Source: an optimization exercise on an open RTL-to-GDS flow (aim: small area and a short achievable clock period). Production flows keep margins and buffers that such runs may drop. Function was checked by simulation only, so behaviour that the tests miss may differ from the original. Power is estimated from default activity; no workload was simulated.

$ cat design/flow/run.sh
#!/bin/bash
# synth_recipe.tcl (not shown) runs the flow's synth.tcl, then flattens the netlist and writes it again
# the make line also repeats each setting of config.mk as NAME=value (left out here)
make -C /OpenROAD-flow-scripts/flow DESIGN_CONFIG=/design/flow/config.mk WORK_HOME=/design/flow/orfs CLKGATE_MAP_FILE= SYNTH_SCRIPT=/design/flow/synth_recipe.tcl finish
$ cat design/flow/config.mk
export PLATFORM = sky130hd
export DESIGN_NAME = mipsExMemPath
export DESIGN_NICKNAME = mipsExMemPath
export VERILOG_FILES = /design/flow/design.v
export SDC_FILE = /design/flow/constraint.sdc
export NUM_CORES = 4
export LEC_CHECK = 0
export CAP_MARGIN = 20
export CORE_MARGIN = 2
export CORE_UTILIZATION = 35
export CTS_CLUSTER_DIAMETER = 90
export CTS_CLUSTER_SIZE = 26
export PLACE_DENSITY = 0.45
export SETUP_SLACK_MARGIN = 3.4
export SLEW_MARGIN = 20
export SYNTH_MEMORY_MAX_BITS = 16384
$ cat design/flow/constraint.sdc
create_clock -name core_clock -period 7.0 [get_ports {Clk}]
set_input_delay 1.4000 -clock core_clock [delete_from_list [all_inputs] [get_ports {Clk}]]
set_output_delay 1.4000 -clock core_clock [all_outputs]
set_load 0.01 [all_outputs]
$ cat design/flow/design.v
`default_nettype none
package mipsPkg;
  localparam int DataMemWords    = 256;
  localparam int DataMemAddrBits = $clog2(DataMemWords);
endpackage
`default_nettype wire
`default_nettype none
module controlDecoder (
  input  wire         Clk,
  input  wire         Reset,
  input  wire         InstrValid,
  input  wire [31:0]  Instr,
  input  wire [31:0]  RsValue,
  input  wire [31:0]  RtValue,
  input  wire [31:0]  PcPlus4,
  output logic [31:0] OperandA,
  output logic [31:0] OperandB,
  output logic [31:0] PcResult,
  output logic [4:0]  Shamt,
  output logic [9:0]  MemAddr,
  output logic [15:0] HiSel,
  output logic [15:0] LoSel,
  output logic        OpAdd,
  output logic        OpAnd,
  output logic        OpOr,
  output logic        OpXor,
  output logic        OpSlt,
  output logic        OpSltu,
  output logic        OpShift,
  output logic        OpPc,
  output logic        SubMode,
  output logic        ShiftRev,
  output logic        Branch,
  output logic        BranchNe,
  output logic        RegWrite,
  output logic [4:0]  WriteReg,
  output logic [3:0]  LaneWe,
  output logic        Load,
  output logic [1:0]  LoadSize,
  output logic        LoadUnsigned
);
  logic [5:0] op;
  logic [5:0] fn;
  assign op = Instr[31:26];
  assign fn = Instr[5:0];
  logic isR, rAddu, rSubu, rAnd, rOr, rXor, rSlt, rSltu, rSll, rSrl, rAny;
  logic iAddiu, iSlti, iAndi, iOri, iLui, iAny;
  logic isLoad, isStore, isBeq, isBne, isJal;
  always_comb begin
    isR    = op == 6'h00;
    rAddu  = isR && fn == 6'h21;
    rSubu  = isR && fn == 6'h23;
    rAnd   = isR && fn == 6'h24;
    rOr    = isR && fn == 6'h25;
    rXor   = isR && fn == 6'h26;
    rSlt   = isR && fn == 6'h2a;
    rSltu  = isR && fn == 6'h2b;
    rSll   = isR && fn == 6'h00;
    rSrl   = isR && fn == 6'h02;
    rAny   = rAddu | rSubu | rAnd | rOr | rXor | rSlt | rSltu | rSll | rSrl;
    iAddiu = op == 6'h09;
    iSlti  = op == 6'h0a;
    iAndi  = op == 6'h0c;
    iOri   = op == 6'h0d;
    iLui   = op == 6'h0f;
    iAny   = iAddiu | iSlti | iAndi | iOri | iLui;
    isLoad = op == 6'h20 || op == 6'h21 || op == 6'h23 || op == 6'h24 || op == 6'h25;
    isStore = op == 6'h28 || op == 6'h29 || op == 6'h2b;
    isBeq  = op == 6'h04;
    isBne  = op == 6'h05;
    isJal  = op == 6'h03;
  end
  logic [31:0] sextImm;
  logic [31:0] storeRep;
  logic [31:0] rtRev;
  logic [31:0] bNext;
  logic [4:0]  shamtNext;
  logic [4:0]  destNext;
  logic [9:0]  addrNext;
  logic [3:0]  laneNext;
  logic [31:0] pcAddend;
  assign sextImm = {{16{Instr[15]}}, Instr[15:0]};
  always_comb begin
    if (Instr[27])      storeRep = RtValue;
    else if (Instr[26]) storeRep = {2{RtValue[15:0]}};
    else                storeRep = {4{RtValue[7:0]}};
  end
  always_comb begin
    for (int i = 0; i < 32; i++) rtRev[i] = RtValue[31-i];
  end
  always_comb begin
    if (iAddiu || iSlti)        bNext = sextImm;
    else if (iAndi || iOri || iLui) bNext = {16'd0, Instr[15:0]};
    else if (isStore)           bNext = storeRep;
    else if (rSrl)              bNext = rtRev;
    else                        bNext = RtValue;
  end
  always_comb begin
    if (iLui)                 shamtNext = 5'd16;
    else if (rSll || rSrl)    shamtNext = Instr[10:6];
    else                      shamtNext = 5'd0;
  end
  always_comb begin
    if (isR)        destNext = Instr[15:11];
    else if (isJal) destNext = 5'd31;
    else            destNext = Instr[20:16];
  end
  assign addrNext = RsValue[9:0] + Instr[9:0];
  always_comb begin
    if (Instr[27])      laneNext = 4'b1111;
    else if (Instr[26]) laneNext = addrNext[1] ? 4'b1100 : 4'b0011;
    else                laneNext = 4'b0001 << addrNext[1:0];
  end
  assign pcAddend = isJal ? 32'd4 : {sextImm[29:0], 2'b00};
  always_ff @(posedge Clk) begin
    OperandA     <= RsValue;
    OperandB     <= bNext;
    PcResult     <= PcPlus4 + pcAddend;
    Shamt        <= shamtNext;
    MemAddr      <= addrNext;
    for (int i = 0; i < 16; i++) begin
      HiSel[i] <= addrNext[9:6] == i[3:0];
      LoSel[i] <= addrNext[5:2] == i[3:0];
    end
    OpAdd        <= rAddu | rSubu | iAddiu;
    OpAnd        <= rAnd | iAndi;
    OpOr         <= rOr | iOri;
    OpXor        <= rXor;
    OpSlt        <= rSlt | iSlti;
    OpSltu       <= rSltu;
    OpShift      <= rSll | rSrl | iLui | isStore;
    OpPc         <= isJal;
    SubMode      <= rSubu | rSlt | rSltu | iSlti | isBeq | isBne;
    ShiftRev     <= rSrl;
    BranchNe     <= isBne;
    WriteReg     <= destNext;
    Load         <= isLoad;
    LoadSize     <= Instr[27:26];
    LoadUnsigned <= Instr[28];
  end
  always_ff @(posedge Clk or posedge Reset) begin
    if (Reset) begin
      Branch   <= 1'b0;
      RegWrite <= 1'b0;
      LaneWe   <= 4'b0;
    end else begin
      Branch   <= InstrValid && (isBeq || isBne);
      RegWrite <= InstrValid && (rAny || iAny || isLoad || isJal) && destNext != 5'd0;
      LaneWe   <= (InstrValid && isStore) ? laneNext : 4'b0;
    end
  end
endmodule
`default_nettype wire
`default_nettype none
module aluExecute (
  input  wire         OpAdd,
  input  wire         OpAnd,
  input  wire         OpOr,
  input  wire         OpXor,
  input  wire         OpSlt,
  input  wire         OpSltu,
  input  wire         OpShift,
  input  wire         OpPc,
  input  wire         OpHold,
  input  wire [31:0]  HoldValue,
  input  wire         SubMode,
  input  wire         ShiftRev,
  input  wire         Branch,
  input  wire         BranchNe,
  input  wire [31:0]  OperandA,
  input  wire [31:0]  OperandB,
  input  wire [31:0]  PcResult,
  input  wire [4:0]   Shamt,
  output logic [31:0] Result,
  output logic        BranchTaken
);
  logic [32:0] sum;
  logic        ltS;
  logic        ltU;
  logic [31:0] shl;
  logic [31:0] shOut;
  assign sum = {1'b0, OperandA} + {1'b0, OperandB ^ {32{SubMode}}} + {32'd0, SubMode};
  assign ltU = !sum[32];
  assign ltS = (OperandA[31] != OperandB[31]) ? OperandA[31] : sum[31];
  assign shl = OperandB << Shamt;
  always_comb begin
    for (int i = 0; i < 32; i++) shOut[i] = ShiftRev ? shl[31-i] : shl[i];
  end
  always_comb begin
    Result = ({32{OpAdd}}   & sum[31:0])
           | ({32{OpAnd}}   & (OperandA & OperandB))
           | ({32{OpOr}}    & (OperandA | OperandB))
           | ({32{OpXor}}   & (OperandA ^ OperandB))
           | ({32{OpSlt}}   & {31'd0, ltS})
           | ({32{OpSltu}}  & {31'd0, ltU})
           | ({32{OpShift}} & shOut)
           | ({32{OpPc}}    & PcResult)
           | ({32{OpHold}}  & HoldValue);
  end
  assign BranchTaken = Branch && ((sum[31:0] == 32'd0) ^ BranchNe);
endmodule
`default_nettype wire
`default_nettype none
module exMemReg (
  input  wire         Clk,
  input  wire         Reset,
  input  wire [31:0]  ResultIn,
  input  wire [31:0]  TargetIn,
  input  wire         BranchTakenIn,
  input  wire [9:0]   MemAddrIn,
  input  wire [31:0]  ReadRawIn,
  input  wire [3:0]   LaneWeIn,
  input  wire         RegWriteIn,
  input  wire [4:0]   WriteRegIn,
  input  wire         LoadIn,
  input  wire [1:0]   LoadSizeIn,
  input  wire         LoadUnsignedIn,
  output logic [31:0] ResultOut,
  output logic [31:0] TargetOut,
  output logic        BranchTakenOut,
  output logic [7:0]  WordAddrOut,
  output logic [31:0] ReadRawOut,
  output logic [3:0]  ForwardOut,
  output logic [3:0]  LaneWeOut,
  output logic        RegWriteOut,
  output logic [4:0]  WriteRegOut,
  output logic [13:0] LoadSelOut
);
  logic [1:0]  off;
  logic        isB, isH, isW, sgn;
  logic [13:0] loadSel;
  logic [3:0]  forward;
  assign forward = (MemAddrIn[9:2] == WordAddrOut) ? LaneWeOut : 4'b0;
  assign off = MemAddrIn[1:0];
  assign isB = LoadIn && LoadSizeIn == 2'b00;
  assign isH = LoadIn && LoadSizeIn == 2'b01;
  assign isW = LoadIn && LoadSizeIn[1];
  assign sgn = !LoadUnsignedIn;
  assign loadSel = {
    !LoadIn,                                          
    isB && off == 2'd3 || isH && off == 2'd2,         
    isB && off == 2'd2,                               
    isB && off == 2'd1 || isH && off == 2'd0,         
    isB && off == 2'd0,                               
    (isB || isH) && sgn,                              
    isB && sgn,                                       
    isW,                                              
    isH && off == 2'd2,                               
    (isH || isW) && off == 2'd0,                      
    isB && off == 2'd3,                               
    (isB || isH) && off == 2'd2,                      
    isB && off == 2'd1,                               
    LoadIn && off == 2'd0                             
  };
  always_ff @(posedge Clk) begin
    ResultOut   <= ResultIn;
    TargetOut   <= TargetIn;
    WordAddrOut <= MemAddrIn[9:2];
    ReadRawOut  <= ReadRawIn;
    ForwardOut  <= forward;
    WriteRegOut <= WriteRegIn;
    LoadSelOut  <= loadSel;
  end
  always_ff @(posedge Clk or posedge Reset) begin
    if (Reset) begin
      BranchTakenOut <= 1'b0;
      LaneWeOut      <= 4'b0;
      RegWriteOut    <= 1'b0;
    end else begin
      BranchTakenOut <= BranchTakenIn;
      LaneWeOut      <= LaneWeIn;
      RegWriteOut    <= RegWriteIn;
    end
  end
endmodule
`default_nettype wire
`default_nettype none
module dataMemStage (
  input  wire         Clk,
  input  wire [7:0]   WriteAddr,
  input  wire [3:0]   LaneWe,
  input  wire [31:0]  StoreData,
  input  wire [15:0]  ReadHiSel,
  input  wire [15:0]  ReadLoSel,
  output logic [31:0] ReadWord
);
  localparam int Words = mipsPkg::DataMemWords;
  logic [Words-1:0][31:0] mem;
  logic [15:0]            wHi;
  logic [15:0]            wLo;
  logic [63:0]            wLoLane;
  logic [15:0][31:0]      group;
  always_comb begin
    for (int i = 0; i < 16; i++) begin
      wHi[i] = WriteAddr[7:4] == i[3:0];
      wLo[i] = WriteAddr[3:0] == i[3:0];
      for (int l = 0; l < 4; l++) wLoLane[4*i+l] = wLo[i] && LaneWe[l];
    end
  end
  for (genvar w = 0; w < Words; w++) begin : gWord
    for (genvar l = 0; l < 4; l++) begin : gLane
      always_ff @(posedge Clk) begin
        if (wHi[w/16] && wLoLane[4*(w%16)+l]) mem[w][8*l +: 8] <= StoreData[8*l +: 8];
      end
    end
  end
  always_comb begin
    for (int h = 0; h < 16; h++) begin
      group[h] = '0;
      for (int j = 0; j < 16; j++) group[h] = group[h] | (mem[16*h+j] & {32{ReadLoSel[j]}});
    end
    ReadWord = '0;
    for (int h = 0; h < 16; h++) ReadWord = ReadWord | (group[h] & {32{ReadHiSel[h]}});
  end
endmodule
`default_nettype wire
`default_nettype none
module memWbResult (
  input  wire         Clk,
  input  wire         Reset,
  input  wire         RegWrite,
  input  wire [4:0]   WriteReg,
  input  wire [13:0]  LoadSel,
  input  wire [31:0]  Result,
  input  wire [31:0]  ReadRaw,
  input  wire [3:0]   Forward,
  output logic        WbRegWrite,
  output logic [4:0]  WbWriteReg,
  output logic [31:0] WbData
);
  logic        sign;
  logic [31:0] ReadWord;
  always_comb begin
    for (int l = 0; l < 4; l++)
      ReadWord[8*l +: 8] = Forward[l] ? Result[8*l +: 8] : ReadRaw[8*l +: 8];
  end
  logic [31:0] dataNext;
  assign sign = (LoadSel[9] & ReadWord[7]) | (LoadSel[10] & ReadWord[15])
              | (LoadSel[11] & ReadWord[23]) | (LoadSel[12] & ReadWord[31]);
  always_comb begin
    dataNext[7:0]   = ({8{LoadSel[13]}} & Result[7:0])
                    | ({8{LoadSel[0]}}  & ReadWord[7:0])
                    | ({8{LoadSel[1]}}  & ReadWord[15:8])
                    | ({8{LoadSel[2]}}  & ReadWord[23:16])
                    | ({8{LoadSel[3]}}  & ReadWord[31:24]);
    dataNext[15:8]  = ({8{LoadSel[13]}} & Result[15:8])
                    | ({8{LoadSel[4]}}  & ReadWord[15:8])
                    | ({8{LoadSel[5]}}  & ReadWord[31:24])
                    | {8{LoadSel[7] & sign}};
    dataNext[31:16] = ({16{LoadSel[13]}} & Result[31:16])
                    | ({16{LoadSel[6]}}  & ReadWord[31:16])
                    | {16{LoadSel[8] & sign}};
  end
  always_ff @(posedge Clk) begin
    WbWriteReg <= WriteReg;
    WbData     <= dataNext;
  end
  always_ff @(posedge Clk or posedge Reset) begin
    if (Reset) WbRegWrite <= 1'b0;
    else       WbRegWrite <= RegWrite;
  end
endmodule
`default_nettype wire
`default_nettype none
module mipsExMemPath (
  input  wire         Clk,
  input  wire         Reset,
  input  wire         InstrValid,
  input  wire [31:0]  Instr,
  input  wire [31:0]  RsValue,
  input  wire [31:0]  RtValue,
  input  wire [31:0]  PcPlus4,
  output logic        BranchTaken,
  output logic [31:0] BranchTarget,
  output logic        WbRegWrite,
  output logic [4:0]  WbWriteReg,
  output logic [31:0] WbData
);
  logic [31:0] exA, exB, exPc;
  logic [4:0]  exShamt;
  logic [9:0]  exAddr;
  logic [15:0] exHiSel, exLoSel;
  logic        exOpAdd, exOpAnd, exOpOr, exOpXor, exOpSlt, exOpSltu, exOpShift, exOpPc;
  logic        exSub, exShiftRev;
  logic        exBranch, exBranchNe, exRegWrite, exLoad, exLoadUnsigned;
  logic [4:0]  exWriteReg;
  logic [3:0]  exLaneWe;
  logic [1:0]  exLoadSize;
  logic [31:0] exResult;
  logic        exTaken;
  logic [31:0] exReadWord;
  logic [31:0] memResult;
  logic [7:0]  memWordAddr;
  logic [31:0] memReadRaw;
  logic [3:0]  memForward;
  logic [3:0]  memLaneWe;
  logic        memRegWrite;
  logic [4:0]  memWriteReg;
  logic [13:0] memLoadSel;
  controlDecoder decode (
    .Clk(Clk), .Reset(Reset), .InstrValid(InstrValid), .Instr(Instr),
    .RsValue(RsValue), .RtValue(RtValue), .PcPlus4(PcPlus4),
    .OperandA(exA), .OperandB(exB), .PcResult(exPc), .Shamt(exShamt), .MemAddr(exAddr),
    .HiSel(exHiSel), .LoSel(exLoSel),
    .OpAdd(exOpAdd), .OpAnd(exOpAnd), .OpOr(exOpOr), .OpXor(exOpXor), .OpSlt(exOpSlt),
    .OpSltu(exOpSltu), .OpShift(exOpShift), .OpPc(exOpPc), .SubMode(exSub),
    .ShiftRev(exShiftRev), .Branch(exBranch), .BranchNe(exBranchNe),
    .RegWrite(exRegWrite), .WriteReg(exWriteReg), .LaneWe(exLaneWe), .Load(exLoad),
    .LoadSize(exLoadSize), .LoadUnsigned(exLoadUnsigned)
  );
  aluExecute execute (
    .OpAdd(exOpAdd), .OpAnd(exOpAnd), .OpOr(exOpOr), .OpXor(exOpXor), .OpSlt(exOpSlt),
    .OpSltu(exOpSltu), .OpShift(exOpShift), .OpPc(exOpPc), .OpHold(exLoad),
    .HoldValue(memResult), .SubMode(exSub),
    .ShiftRev(exShiftRev), .Branch(exBranch), .BranchNe(exBranchNe),
    .OperandA(exA), .OperandB(exB), .PcResult(exPc), .Shamt(exShamt),
    .Result(exResult), .BranchTaken(exTaken)
  );
  exMemReg exMem (
    .Clk(Clk), .Reset(Reset),
    .ResultIn(exResult), .TargetIn(exPc), .BranchTakenIn(exTaken), .MemAddrIn(exAddr),
    .ReadRawIn(exReadWord), .LaneWeIn(exLaneWe), .RegWriteIn(exRegWrite),
    .WriteRegIn(exWriteReg), .LoadIn(exLoad),
    .LoadSizeIn(exLoadSize), .LoadUnsignedIn(exLoadUnsigned),
    .ResultOut(memResult), .TargetOut(BranchTarget), .BranchTakenOut(BranchTaken),
    .WordAddrOut(memWordAddr), .ReadRawOut(memReadRaw), .ForwardOut(memForward),
    .LaneWeOut(memLaneWe), .RegWriteOut(memRegWrite), .WriteRegOut(memWriteReg),
    .LoadSelOut(memLoadSel)
  );
  dataMemStage dataMem (
    .Clk(Clk), .WriteAddr(memWordAddr), .LaneWe(memLaneWe), .StoreData(memResult),
    .ReadHiSel(exHiSel), .ReadLoSel(exLoSel), .ReadWord(exReadWord)
  );
  memWbResult memWb (
    .Clk(Clk), .Reset(Reset), .RegWrite(memRegWrite), .WriteReg(memWriteReg),
    .LoadSel(memLoadSel), .Result(memResult), .ReadRaw(memReadRaw), .Forward(memForward),
    .WbRegWrite(WbRegWrite), .WbWriteReg(WbWriteReg), .WbData(WbData)
  );
endmodule
`default_nettype wire
==> results.py <==
metrics = {
    "setup_path": {
        "cp_data_arrival_time_ps": 5000,
        "start_kind": "input port",
        "crit_chain": "buf_8 -> nor4_4 -> nand3_4 -> buf_12 -> buf_16 -> and2_4 -> ha_4 -> a21o_1 -> a2111oi_4 -> o31ai_2 -> a21bo_2 -> a41o_1 -> o41a_1 -> a41o_1 -> buf_4 -> buf_6 -> a21o_1 -> a21oi_2 -> xnor2_1",
        "required_ps": 8050,
        "worst-setup-path-type": "input port to flip-flop",
        "slowest_delay_ps": 360,
        "cp_max_fo": 6,
        "endpoint_kind": "flip-flop",
        "crit_slowest_cell": "a2111oi_4",
    },
    "final_layout": {
        "final_core_util": 0.390,
        "syn_to_final_growth_pct": 11.1,
        "layout_common_cells": "edfxtp_1 (8192), a22oi_1 (1860), a221oi_1 (1185)",
        "final_common_cell": "edfxtp_1",
        "fin_cells": 30100,
        "layout-drive-gt1-share": 0.113,
        "finalNetCount": 18100,
    },
    "die": {
        "start_util": 0.351,
        "dieHeight_um": 951,
        "rows": 347,
        "dieArea_um2": 904000,
        "core_region_area_um2": 893000,
        "fp.dieW_um": 951,
        "ios": 202,
    },
    "logic_synthesis": {
        "synth_edf_count": 8192,
        "yosysWarnings": 5,
        "async_reset_ff_frac": 0.00152,
        "synth_cells": 17900,
        "syn_area_um2": 314000,
        "yosys.cell_types.count": 87,
        "avgSynthCellArea_um2": 17.6,
        "synth_nets": 18100,
        "yosys_most_used_dff": "edfxtp_1",
        "synth-seq-cells": 8532,
        "yosysSeqAreaShare": 0.806,
    },
    "global_routing": {
        "antenna_found_initial": 85,
        "top_usage_layer": "met2",
        "grt_use_total": 0.235,
        "globalRouteMet2Util": 0.366,
        "grt_pass1_vias": 171000,
        "grt_use_met1": 0.351,
        "grt-ovfl-total": 0,
        "grt_first_pass_wirelength_mm": 1500,
        "use_met3": 0.0294,
        "grt_max_degree": 188,
    },
    "routing": {
        "postRouteAntennaNets": 0,
        "viasPerCell": 5.96,
        "post_drt_wl_per_cell_um": 36.5,
        "drt_iter0_markers": 23200,
        "wirelength_mm": 1100,
        "first_pass_iters": 9,
        "vias": 180000,
        "drc": 0,
    },
    "cts": {
        "insertion_delay_ps": 1150,
        "hold_buffers": 0,
        "clk_pin_slew_ps": 100,
        "cts_tree": "done",
        "clock-sinks": 8532,
        "cts_inserted_buffers": 421,
        "ctsRootBufferMaster": "clkbuf_16",
        "cts-htree-levels": 5,
        "cts.path.max_buffers": 4,
    },
    "sta": {
        "rsz0062_at_grt": "true",
        "finalSetupTns_ps": 0,
        "min_period_ps": 3950,
        "fin_ws_ps": 3050,
        "slew_violations": 0,
        "slew-limit-headroom": 0.0953,
        "max_freq_mhz": 253,
        "hold_viol": 0,
        "worst_pin_slew_ps": 1360,
        "setup_viol": 0,
        "fin_crit_sh": 0.565,
        "clock_skew_ps": 69.5,
    },
    "placed_design": {
        "gp_congestion": 0.829,
        "place_ws_ps": 889,
        "portBuffers": 196,
        "dp_hpwl_mm": 663,
        "placedCellCount": 29200,
    },
    "hold_path": {
        "hold_path.class": "flip-flop to flip-flop",
    },
    "power_and_ir_drop": {
        "p_total_w": 0.103,
        "leakagePower_nw": 91.7,
        "peakVddDrop_mv": 0.241,
        "power_density_nw_per_um2": 295,
    },
    "job": {
        "max-cap-violations": 0,
    },
    "outcome": {
        "status": "complete, no violations",
    },
}
layer usage:
layer / vias to the layer above / wire length (um)
met5: - / 82
met4: 12 / 28300
met3: 995 / 75900
met2: 6935 / 503000
met1: 97600 / 493000
li1: 74200 / -
synth_stat cells, types with 49 or more instances:
cell type  count  area, um^2
edfxtp_1    8192      246000
a22oi_1     1864       14000
nor2_1      1204        4520
a221oi_1    1202       10500
a22o_1      1167       10200
clkbuf_1     968        3630
nand4_1      586        3670
nand3_1      385        1930
o21ai_0      371        1860
dfxtp_1      327        6550
nand2_1      296        1110
buf_1        272        1020
ha_1         133        1660
inv_1        117         439
a21oi_1       75         375
xor2_1        49         429
sequential cells by signal, summed over array words and instances (netlist names), 14 cells and up:
register / cells
decode.OperandB: 32
decode.HiSel: 16
decode.PcResult: 32
decode.LoSel: 16
exMem.ResultOut: 32
memWb.WbData: 32
dataMem.mem: 8192
exMem.TargetOut: 32
decode.OperandA: 32
exMem.LoadSelOut: 14
exMem.ReadRawOut: 32
power breakdown:
| group | switching (W) | internal [W] | total, W | leakage [nW] |
|---|---|---|---|---|
| Combinational | 0.0103 | 0.00471 | 0.0150 | 21.6 |
| Sequential | 0.00125 | 0.0562 | 0.0574 | 63.3 |
| Clock | 0.0174 | 0.0129 | 0.0303 | 6.73 |
| Total | 0.0289 | 0.0738 | 0.103 | 91.7 |
kinds of logic after synthesis:
logic type                 count (synthesis)  share of synthesized area
AOI/OAI and AO/OA                       4978                      0.126
adders and majority gates                136                    0.00549
muxes                                    100                    0.00408
DFF                                     8532                      0.806
xor gates and xnor gates                  97                    0.00271
and+or+nand+nor                         2673                     0.0398
buffers and inverters                   1364                     0.0163
timing repair:
action                                  in CTS  in global routing
setup buffers                               47                 21
pin swaps                                   50                 38
endpoints found under the setup margin    2572               2978
cloned                                       2                  2
resized for setup                          507                220
worst max-delay path, delay by kind of cell:
| kind | cells | cell delay (ps) |
|---|---|---|
| AO/OA/AOI/OAI | 9 | 2000 |
| AND/OR/NAND/NOR | 3 | 640 |
| buffers and inverters | 5 | 630 |
| adder cells (fa/ha/maj) | 1 | 210 |
| XOR/XNOR | 1 | 130 |
metrics by stage:
| step | area [um^2] | hold WS (ps) |
|---|---|---|
| after floorplan | 314000 | 310 |
| final | 349000 | 330 |
| after detailed placement | 332000 | 314 |
| after global placement | 332000 | 312 |
| after global routing | 349000 | 336 |
| after CTS | 347000 | 338 |
cell type report:
class / count / area [um^2]
inverter: 121 / 458
timing repair buffer: 766 / 7670
fill: 81200 / 544000
clock buffer: 509 / 11200
clock inverter: 235 / 2760
multi-input combinational: 7985 / 58400
sequential: 8532 / 253000
tap: 11900 / 14800
timing repair inverter: 1 / 7.51
antenna: 121 / 303
path summary, 6_finish.rpt:
kind	start	end	slack [ps]	cells after the start
max	Instr[30]	decode.PcResult[29]	3050	19
min	exMem.WriteRegOut[0]	memWb.WbWriteReg[0]	330	0
max reg2reg	decode.LoSel[9]	exMem.ReadRawOut[10]	3180	8
min reg2reg	exMem.WriteRegOut[0]	memWb.WbWriteReg[0]	330	0
max in group asynchronous	Reset	exMem.BranchTakenOut	5450	2
min in group asynchronous	Reset	decode.Branch	850	2

-- re-timing with driven ports --
How much do the figures lean on ideal ports? The routed layout below was timed once more, with nothing changed but the port constraints. Step 1: set_driving_cell puts a clkbuf_16 on Clk and a buf_2 on each other input, an assumption about the parent block. Step 2 also shifts input and output timing later by t, the mid clock arrival at the registers, as if the neighbouring blocks saw the same clock. Slacks: ideal ports / drivers / drivers and shift; pairs: ideal ports / drivers.
t (ns): 1.250
setup WS [ns]: 3.048 / 3.140 / 1.891
slew at the worst register clock pin (ns): 0.11 / 0.11
After both steps setup and hold are still met in this run. The setup slack of this run moves by +0.092 ns with the drivers and by -1.157 ns with both steps.
